Background: an optimization exercise with open tools, aiming at small area. Do not read the settings as production practice.
The RTL was checked by simulation tests, not by an equivalence proof against the original design.
No driver is modelled on the clock port, so clocking that relies on it looks cheaper here than on a real chip.
Power figures rest on the tool's default switching activity, not on a simulated workload.

==> flow/design.v (excerpt) <==
module ppm_image_stream_decoder_unit
(
  input  wire logic        clk,
  input  wire logic        rst,
  input  wire logic        byte_valid,
  output logic             byte_stall,
  input  wire logic [9:0]  byte_data,
  output logic             result_valid,
  input  wire logic        result_stall,
  output logic [101:0]     result_data
);
  localparam logic [3:0] S_IDLE  = 4'd0;
  localparam logic [3:0] S_BYTE  = 4'd1;
  localparam logic [3:0] S_EOFS  = 4'd2;
  localparam logic [3:0] S_ACC   = 4'd3;
  localparam logic [3:0] S_CHK   = 4'd4;
  localparam logic [3:0] S_EMIT  = 4'd5;
  localparam logic [3:0] S_MUL   = 4'd8;
  localparam logic [3:0] S_XFER  = 4'd9;
  localparam logic [3:0] S_DIV   = 4'd10;
  localparam logic [3:0] S_ZPRE  = 4'd11;
  localparam logic [3:0] S_ADV   = 4'd12;
  localparam logic [3:0] S_ZPOST = 4'd13;
  localparam logic [2:0] PH_MAGIC  = 3'd0;
  localparam logic [2:0] PH_WIDTH  = 3'd1;
  localparam logic [2:0] PH_HEIGHT = 3'd2;
  localparam logic [2:0] PH_MAXVAL = 3'd3;
  localparam logic [2:0] PH_PIXELS = 3'd4;
  localparam logic [2:0] PH_STOP   = 3'd5;
  localparam logic [3:0] R_NONE = 4'b0000;
  localparam logic [3:0] R_HDR  = 4'b0001;
  localparam logic [3:0] R_PIX  = 4'b0010;
  localparam logic [2:0] ERR_MAGIC      = 3'd0;
  localparam logic [2:0] ERR_INTEGER    = 3'd1;
  localparam logic [2:0] ERR_SIZE       = 3'd2;
  localparam logic [2:0] ERR_MAXVAL     = 3'd3;
  localparam logic [2:0] ERR_RANGE      = 3'd4;
  localparam logic [2:0] ERR_INCOMPLETE = 3'd5;
  logic [3:0]  st;
  logic [3:0]  cnt;
  logic        ev;            
  logic [2:0]  phase;
  logic        bin_fmt, in_comment, cr_seen;
  logic        tok_started, tok_neg, tok_invalid, tok_digits, tok_ovf;
  logic [15:0] tok_val;
  logic [4:0]  aux;
  wire  [2:0]  mul_dl = aux[2:0];
  wire  [1:0]  mul_cy = aux[4:3];
  wire         col_cy = !aux[0];
  wire         row_cy = !aux[1];
  ...
Size: about 600 cells after synthesis, roughly 6900 um^2 of cells after synthesis.
export LEC_CHECK = 0
export CAP_MARGIN = 20
export CORE_MARGIN = 2
export CORE_UTILIZATION = 65
export SLEW_MARGIN = 20
create_clock -name core_clock -period 8.0 [get_ports {clk}]
standard.sh (not shown) runs the stock make flow with config.mk's settings and CLKGATE_MAP_FILE= SYNTH_SCRIPT=/design/flow/synth_recipe.tcl, a recipe that flattens the netlist after the stock synthesis.
==> flow/flow/run.sh <==
#!/bin/bash
# The standard layout (standard.sh) with three changes:
#  - the port buffers use the smallest buffer cell (BUFFER_PORTS_ARGS);
#  - the clock tree is built by flow/manual_cts.tcl (sourced by ORFS's cts.tcl
#    as its PRE_CTS_TCL hook): a root buffer and one leaf buffer per region
#    of flip-flops, all flip-flops two buffers from the clock port;
#  - synthesis maps the logic with flow/abc_map.script, an area-oriented ABC
#    script, in place of ORFS's abc_speed.script. All other scripts are
#    ORFS's own, copied unchanged.
# Each tool's output goes to standard.log (and ORFS's own logs under orfs/).
set -e
export BUFFER_PORTS_ARGS="-buffer_cell sky130_fd_sc_hd__buf_1"
export PRE_CTS_TCL="$PWD/flow/manual_cts.tcl"
export MCTS_NX=4 MCTS_NY=4 MCTS_LEAF=sky130_fd_sc_hd__clkbuf_4 MCTS_ROOT=sky130_fd_sc_hd__clkbuf_8
rm -rf scripts_copy
cp -r "$FLOW_HOME/scripts" scripts_copy
cp flow/abc_map.script scripts_copy/abc_speed.script
sed "s|make -C |make SCRIPTS_DIR=$PWD/scripts_copy -C |" standard.sh > standard_abc.sh
bash standard_abc.sh > standard.log 2>&1
Other scripts of this flow, unchanged in this note and not shown: flow/flow/abc_map.script, flow/flow/manual_cts.tcl
Rerun with:
--- a/flow/config.mk
+++ b/flow/config.mk
@@ -10 +10 @@
-export CORE_UTILIZATION = 65
+export CORE_UTILIZATION = 85
=> Now the flow never finished: it broke off in clock tree synthesis (4_1_cts); synthesized area is unchanged; synthesized cell count is unchanged.
Rerun with:
--- a/flow/config.mk
+++ b/flow/config.mk
@@ -8 +8 @@
-export CAP_MARGIN = 20
+export CAP_MARGIN = 0
@@ -10,2 +10,3 @@
-export CORE_UTILIZATION = 85
-export SLEW_MARGIN = 20
+export CORE_UTILIZATION = 65
+export GPL_TIMING_DRIVEN = 0
+export SLEW_MARGIN = 0
Effect: The changed run ran to the end with no violations; area after synthesis is unchanged; synthesized cell count is unchanged.


== v10 ==
ppm_image_stream_decoder_unit again, from the RTL that the note above started with.
// ppm_image_stream_decoder_unit
module ppm_image_stream_decoder_unit
(
  input  wire logic        clk,
  input  wire logic        rst,
  input  wire logic        byte_valid,
  output logic             byte_stall,
  input  wire logic [9:0]  byte_data,
  output logic             result_valid,
  input  wire logic        result_stall,
  output logic [101:0]     result_data
);
clock: 8.0 ns
lec_check: 0
cap_margin: 20
core_margin: 2
core_utilization: 65
slew_margin: 20
==> flow/flow/run.sh <==
#!/bin/bash
# The standard layout (standard.sh) with three changes:
#  - the port buffers use the smallest buffer cell (BUFFER_PORTS_ARGS);
#  - clock tree synthesis uses clkbuf_8 and no dummy loads (CTS_ARGS);
#  - synthesis maps the logic with flow/abc_map.script, an area-oriented ABC
#    script, in place of ORFS's abc_speed.script. All other scripts are
#    ORFS's own, copied unchanged.
# Each tool's output goes to standard.log (and ORFS's own logs under orfs/).
set -e
export BUFFER_PORTS_ARGS="-buffer_cell sky130_fd_sc_hd__buf_1"
export CTS_ARGS="-sink_clustering_enable -repair_clock_nets -dont_use_dummy_load -buf_list sky130_fd_sc_hd__clkbuf_8 -sink_clustering_size 64 -sink_clustering_max_diameter 200"
rm -rf scripts_copy
cp -r "$FLOW_HOME/scripts" scripts_copy
cp flow/abc_map.script scripts_copy/abc_speed.script
sed "s|make -C |make SCRIPTS_DIR=$PWD/scripts_copy -C |" standard.sh > standard_abc.sh
bash standard_abc.sh > standard.log 2>&1
==> flow/flow/abc_map.script <==
&get -n
&st
&dch
&nf -p -R 1000
&st
&syn2
&if -g -K 6
&synch2
&nf -p -R 1000
&st
&dch -f
&nf -p -R 1000
&put
topo
--- input diff v10..v31 ---
==> flow/flow/run.sh <==
#!/bin/bash
# The standard layout, except: the port buffers use the smallest buffer
# cell, and clock tree synthesis uses clkbuf_8 without dummy loads.
export BUFFER_PORTS_ARGS="-buffer_cell sky130_fd_sc_hd__buf_1"
export CTS_ARGS="-sink_clustering_enable -repair_clock_nets -dont_use_dummy_load -buf_list sky130_fd_sc_hd__clkbuf_8 -sink_clustering_size 30 -sink_clustering_max_diameter 100"
bash standard.sh > standard.log 2>&1
removed: flow/flow/abc_map.script
Results
When the final numbers for v31 and v10 were put side by side, the net switching share of the total power turned out to be greater in v10.
v31: sequential fraction of total cell area is 1.9 points lower than what v10 reported.
Xor/xnor cell area share of the yosys netlist: higher on v31
Taking v10 as the reference point, the per-cell via count in the routed design of v31 falls by 0.55%.
v10 and v31 ended up with roughly the same delay contributed by the slowest stage of the critical path.
Detailed route, v31 vs v10: via total higher for v31
--- input diff v31..v45 ---
# v31
export LEC_CHECK = 0
export CAP_MARGIN = 20
export CORE_MARGIN = 2
export CORE_UTILIZATION = 65
export SLEW_MARGIN = 20
create_clock -name core_clock -period 8.0 [get_ports {clk}]
# v45
export LEC_CHECK = 0
export CAP_MARGIN = 20
export CORE_MARGIN = 2
export CORE_UTILIZATION = 65
export CTS_BUF_LIST = sky130_fd_sc_hd__clkbuf_8
export SLEW_MARGIN = 20
create_clock -name core_clock -period 8.0 [get_ports {clk}]
==> flow/flow/run.sh <==
#!/bin/bash
# The standard layout with two changes: the port buffers use the smallest
# buffer cell, and synthesis maps the logic with flow/abc_map.script (an
# area-oriented ABC script) instead of ORFS's abc_speed.script. Everything
# else, including the rest of synthesis, is ORFS's own scripts, unchanged.
set -e
export BUFFER_PORTS_ARGS="-buffer_cell sky130_fd_sc_hd__buf_1"
rm -rf scripts_copy
cp -r "$FLOW_HOME/scripts" scripts_copy
cp flow/abc_map.script scripts_copy/abc_speed.script
sed "s|make -C |make SCRIPTS_DIR=$PWD/scripts_copy -C |" standard.sh > standard_abc.sh
bash standard_abc.sh > standard.log 2>&1
==> flow/flow/abc_map.script (new file) <==
&get -n
&st
&dch
&nf -p -R 1000
&st
&syn2
&if -g -K 6
&synch2
&nf -p -R 1000
&st
&dch -f
&nf -p -R 1000
&put
topo
From v31 to v45 the numbers moved as follows: share of the core filled with cells in the final layout climbed 3.0 points, worst path setup slack after routing dropped 0.080 ns, number of cells upsized or downsized after cts dropped 1.


ppm_image_stream_decoder_unit again, from the RTL that the note above started with.
export LEC_CHECK = 0
export CAP_MARGIN = 20
export CORE_MARGIN = 2
export CORE_UTILIZATION = 65
export SLEW_MARGIN = 20
create_clock -name core_clock -period 8.0 [get_ports {clk}]
==> flow/flow/run.sh <==
#!/bin/bash
# The standard layout (standard.sh) with three changes:
#  - the port buffers use the smallest buffer cell (BUFFER_PORTS_ARGS);
#  - the clock tree is built by flow/manual_cts.tcl (sourced by ORFS's cts.tcl
#    as its PRE_CTS_TCL hook): a root buffer and one leaf buffer per region
#    of flip-flops, all flip-flops two buffers from the clock port;
#  - synthesis maps the logic with flow/abc_map.script, an area-oriented ABC
#    script, in place of ORFS's abc_speed.script. All other scripts are
#    ORFS's own, copied unchanged.
# Each tool's output goes to standard.log (and ORFS's own logs under orfs/).
set -e
export BUFFER_PORTS_ARGS="-buffer_cell sky130_fd_sc_hd__buf_1"
export PRE_CTS_TCL="$PWD/flow/manual_cts.tcl"
export MCTS_NX=5 MCTS_NY=4 MCTS_LEAF=sky130_fd_sc_hd__clkbuf_4 MCTS_ROOT=sky130_fd_sc_hd__clkbuf_8
rm -rf scripts_copy
cp -r "$FLOW_HOME/scripts" scripts_copy
cp flow/abc_map.script scripts_copy/abc_speed.script
sed "s|make -C |make SCRIPTS_DIR=$PWD/scripts_copy -C |" standard.sh > standard_abc.sh
bash standard_abc.sh > standard.log 2>&1
==> flow/flow/manual_cts.tcl <==
# Sourced by ORFS's cts.tcl before clock_tree_synthesis (PRE_CTS_TCL).
# Builds a two-level clock tree by hand: the clock port drives one root
# buffer, which drives one leaf buffer per region of the placed flip-flops
# (the flip-flops are split into MCTS_NX columns by x, each column into
# MCTS_NY groups by y). Every flip-flop is two buffers from the port, so the
# tree is balanced. clock_tree_synthesis is then told to skip these nets.
proc manual_cts { nx ny leafbuf rootbuf } {
  set db [ord::get_db]
  set block [ord::get_db_block]
  set clk [$block findNet clk]
  set leafm [$db findMaster $leafbuf]
  set rootm [$db findMaster $rootbuf]
  set sinks {}
  foreach it [$clk getITerms] {
    set bb [[$it getInst] getBBox]
    lappend sinks [list $it [expr {([$bb xMin] + [$bb xMax]) / 2}] \
                     [expr {([$bb yMin] + [$bb yMax]) / 2}]]
  }
  set n [llength $sinks]
  set byx [lsort -integer -index 1 $sinks]
  set groups {}
  for {set i 0} {$i < $nx} {incr i} {
    set col [lrange $byx [expr {$i * $n / $nx}] [expr {($i + 1) * $n / $nx - 1}]]
    set m [llength $col]
    set byy [lsort -integer -index 2 $col]
    for {set j 0} {$j < $ny} {incr j} {
      lappend groups [lrange $byy [expr {$j * $m / $ny}] [expr {($j + 1) * $m / $ny - 1}]]
    }
  }
  set rootnet [odb::dbNet_create $block clk_root]
  $rootnet setSigType CLOCK
  set root [odb::dbInst_create $block $rootm clkbuf_root]
  [$root findITerm A] connect $clk
  [$root findITerm X] connect $rootnet
  set skip [list clk clk_root]
  set k 0
  set sx 0
  set sy 0
  foreach g $groups {
    set net [odb::dbNet_create $block clk_leaf_$k]
    $net setSigType CLOCK
    lappend skip clk_leaf_$k
    set leaf [odb::dbInst_create $block $leafm clkbuf_leaf_$k]
    [$leaf findITerm A] connect $rootnet
    [$leaf findITerm X] connect $net
    set gx 0
    set gy 0
    foreach s $g {
      set it [lindex $s 0]
      $it disconnect
      $it connect $net
      incr gx [lindex $s 1]
      incr gy [lindex $s 2]
    }
    set gx [expr {$gx / [llength $g]}]
    set gy [expr {$gy / [llength $g]}]
    $leaf setLocation $gx $gy
    $leaf setPlacementStatus PLACED
    incr sx $gx
    incr sy $gy
    incr k
  }
  $root setLocation [expr {$sx / $k}] [expr {$sy / $k}]
  $root setPlacementStatus PLACED
  set_cts_config -skip_nets $skip
  set_propagated_clock [all_clocks]
  puts "manual_cts: $n flip-flops, $k leaf buffers ($leafbuf), root $rootbuf"
}
manual_cts $::env(MCTS_NX) $::env(MCTS_NY) $::env(MCTS_LEAF) $::env(MCTS_ROOT)
Other scripts of this flow, unchanged in this note and not shown: flow/flow/abc_map.script
Change:
--- a/flow/flow/run.sh
+++ b/flow/flow/run.sh
@@ -13,3 +13,3 @@
 export PRE_CTS_TCL="$PWD/flow/manual_cts.tcl"
-export MCTS_NX=5 MCTS_NY=4 MCTS_LEAF=sky130_fd_sc_hd__clkbuf_4 MCTS_ROOT=sky130_fd_sc_hd__clkbuf_8
+export MCTS_NX=4 MCTS_NY=4 MCTS_LEAF=sky130_fd_sc_hd__clkbuf_4 MCTS_ROOT=sky130_fd_sc_hd__clkbuf_8
 rm -rf scripts_copy
- CORE_UTILIZATION: 65 -> 75
Power climbs slightly.
Critical path depth stays the same.
Clock skew climbs by 8.0 ps.
Final area drops slightly.
Sequential share of layout area climbs by 0.37 points.
Utilization climbs by 12 points.
Via count climbs by a few percent.
Clock power drops by a little under a tenth.
Fmax drops slightly.
Combinational power climbs by a few percent.
Synthesized area is unchanged.


Setup of v6:
ppm_image_stream_decoder_unit again, from the RTL that the note above started with.
clock: 8.0 ns
lec_check: 0
cap_margin: 20
core_margin: 2
core_utilization: 65
slew_margin: 20
==> flow/flow/run.sh <==
#!/bin/bash
# The standard layout (standard.sh) with three changes:
#  - the port buffers use the smallest buffer cell (BUFFER_PORTS_ARGS);
#  - the clock tree is built by flow/manual_cts.tcl (sourced by ORFS's cts.tcl
#    as its PRE_CTS_TCL hook): a root buffer and one leaf buffer per region
#    of flip-flops, all flip-flops two buffers from the clock port;
#  - synthesis maps the logic with flow/abc_map.script, an area-oriented ABC
#    script, in place of ORFS's abc_speed.script. All other scripts are
#    ORFS's own, copied unchanged.
# Each tool's output goes to standard.log (and ORFS's own logs under orfs/).
set -e
export BUFFER_PORTS_ARGS="-buffer_cell sky130_fd_sc_hd__buf_1"
export PRE_CTS_TCL="$PWD/flow/manual_cts.tcl"
export MCTS_NX=3 MCTS_NY=3 MCTS_LEAF=sky130_fd_sc_hd__clkbuf_8 MCTS_ROOT=sky130_fd_sc_hd__clkbuf_8
rm -rf scripts_copy
cp -r "$FLOW_HOME/scripts" scripts_copy
cp flow/abc_map.script scripts_copy/abc_speed.script
sed "s|make -C |make SCRIPTS_DIR=$PWD/scripts_copy -C |" standard.sh > standard_abc.sh
bash standard_abc.sh > standard.log 2>&1
==> flow/flow/abc_map.script <==
&get -n
&st
&dch
&nf -p -R 1000
&st
&syn2
&if -g -K 6
&synch2
&nf -p -R 1000
&st
&dch -f
&nf -p -R 1000
&put
topo
Scripts as last shown in full above: flow/flow/manual_cts.tcl
v6 completed; timing, DRC and antenna clean
What v7 does differently from v6 at the input level:
- SLEW_MARGIN: 20 -> 0
- CAP_MARGIN: 20 -> 0
diff --git a/flow/flow/run.sh b/flow/flow/run.sh
--- a/flow/flow/run.sh
+++ b/flow/flow/run.sh
@@ -12,5 +12,5 @@
 export BUFFER_PORTS_ARGS="-buffer_cell sky130_fd_sc_hd__buf_1"
 export PRE_CTS_TCL="$PWD/flow/manual_cts.tcl"
-export MCTS_NX=3 MCTS_NY=3 MCTS_LEAF=sky130_fd_sc_hd__clkbuf_8 MCTS_ROOT=sky130_fd_sc_hd__clkbuf_8
+export MCTS_NX=4 MCTS_NY=4 MCTS_LEAF=sky130_fd_sc_hd__clkbuf_4 MCTS_ROOT=sky130_fd_sc_hd__clkbuf_8
 rm -rf scripts_copy
 cp -r "$FLOW_HOME/scripts" scripts_copy
==> comparison <==
- Final non-filler cell total, v7 vs v6: up slightly
- Going from v6 to v7, post-synthesis adder-cell area fraction about even; CTS clock-pin slew for the worst setup and hold paths ~0 delta; register share of the cell area comparable.
- v6 -> v7: final core area utilization flat
- v7 vs. v6: total routed wirelength -1.3%, final non-filler cell area saw little to no change.

port drivers added, routing unchanged:
The results above use ideal ports. As a check the final layouts listed here were re-extracted and re-timed, cells and wires unchanged. Step 1 assumes that a clkbuf_16 drives the clock port and a buf_2 every other input. Step 2 also shifts input and output timing later by t, the mid clock arrival at the registers, as if the neighbouring blocks saw the same clock. Three values: ideal ports, drivers, drivers and shift; two values: the first two.
| run | shift t [ns] | slack for setup (ns) | cell pins on the clock port's net |
|---|---|---|---|
| the first run of note 1 | 0.463 | 0.316 / 0.316 / 0.316 | 1 |
| the third run of note 1 | 0.464 | 0.317 / 0.317 / 0.317 | 1 |
| v10 | 0.474 | 0.324 / 0.324 / 0.324 | 1 |
| v31 | 0.478 | 0.352 / 0.352 / 0.352 | 1 |
| v45 | 0.473 | 0.272 / 0.272 / 0.272 | 1 |
| the first run of note 3 | 0.478 | 0.318 / 0.318 / 0.318 | 1 |
| the second run of note 3 | 0.464 | 0.219 / 0.219 / 0.219 | 1 |
| v6 | 0.434 | 0.310 / 0.310 / 0.310 | 1 |
| v7 | 0.463 | 0.316 / 0.316 / 0.316 | 1 |
After both steps every run listed still meets setup and hold.
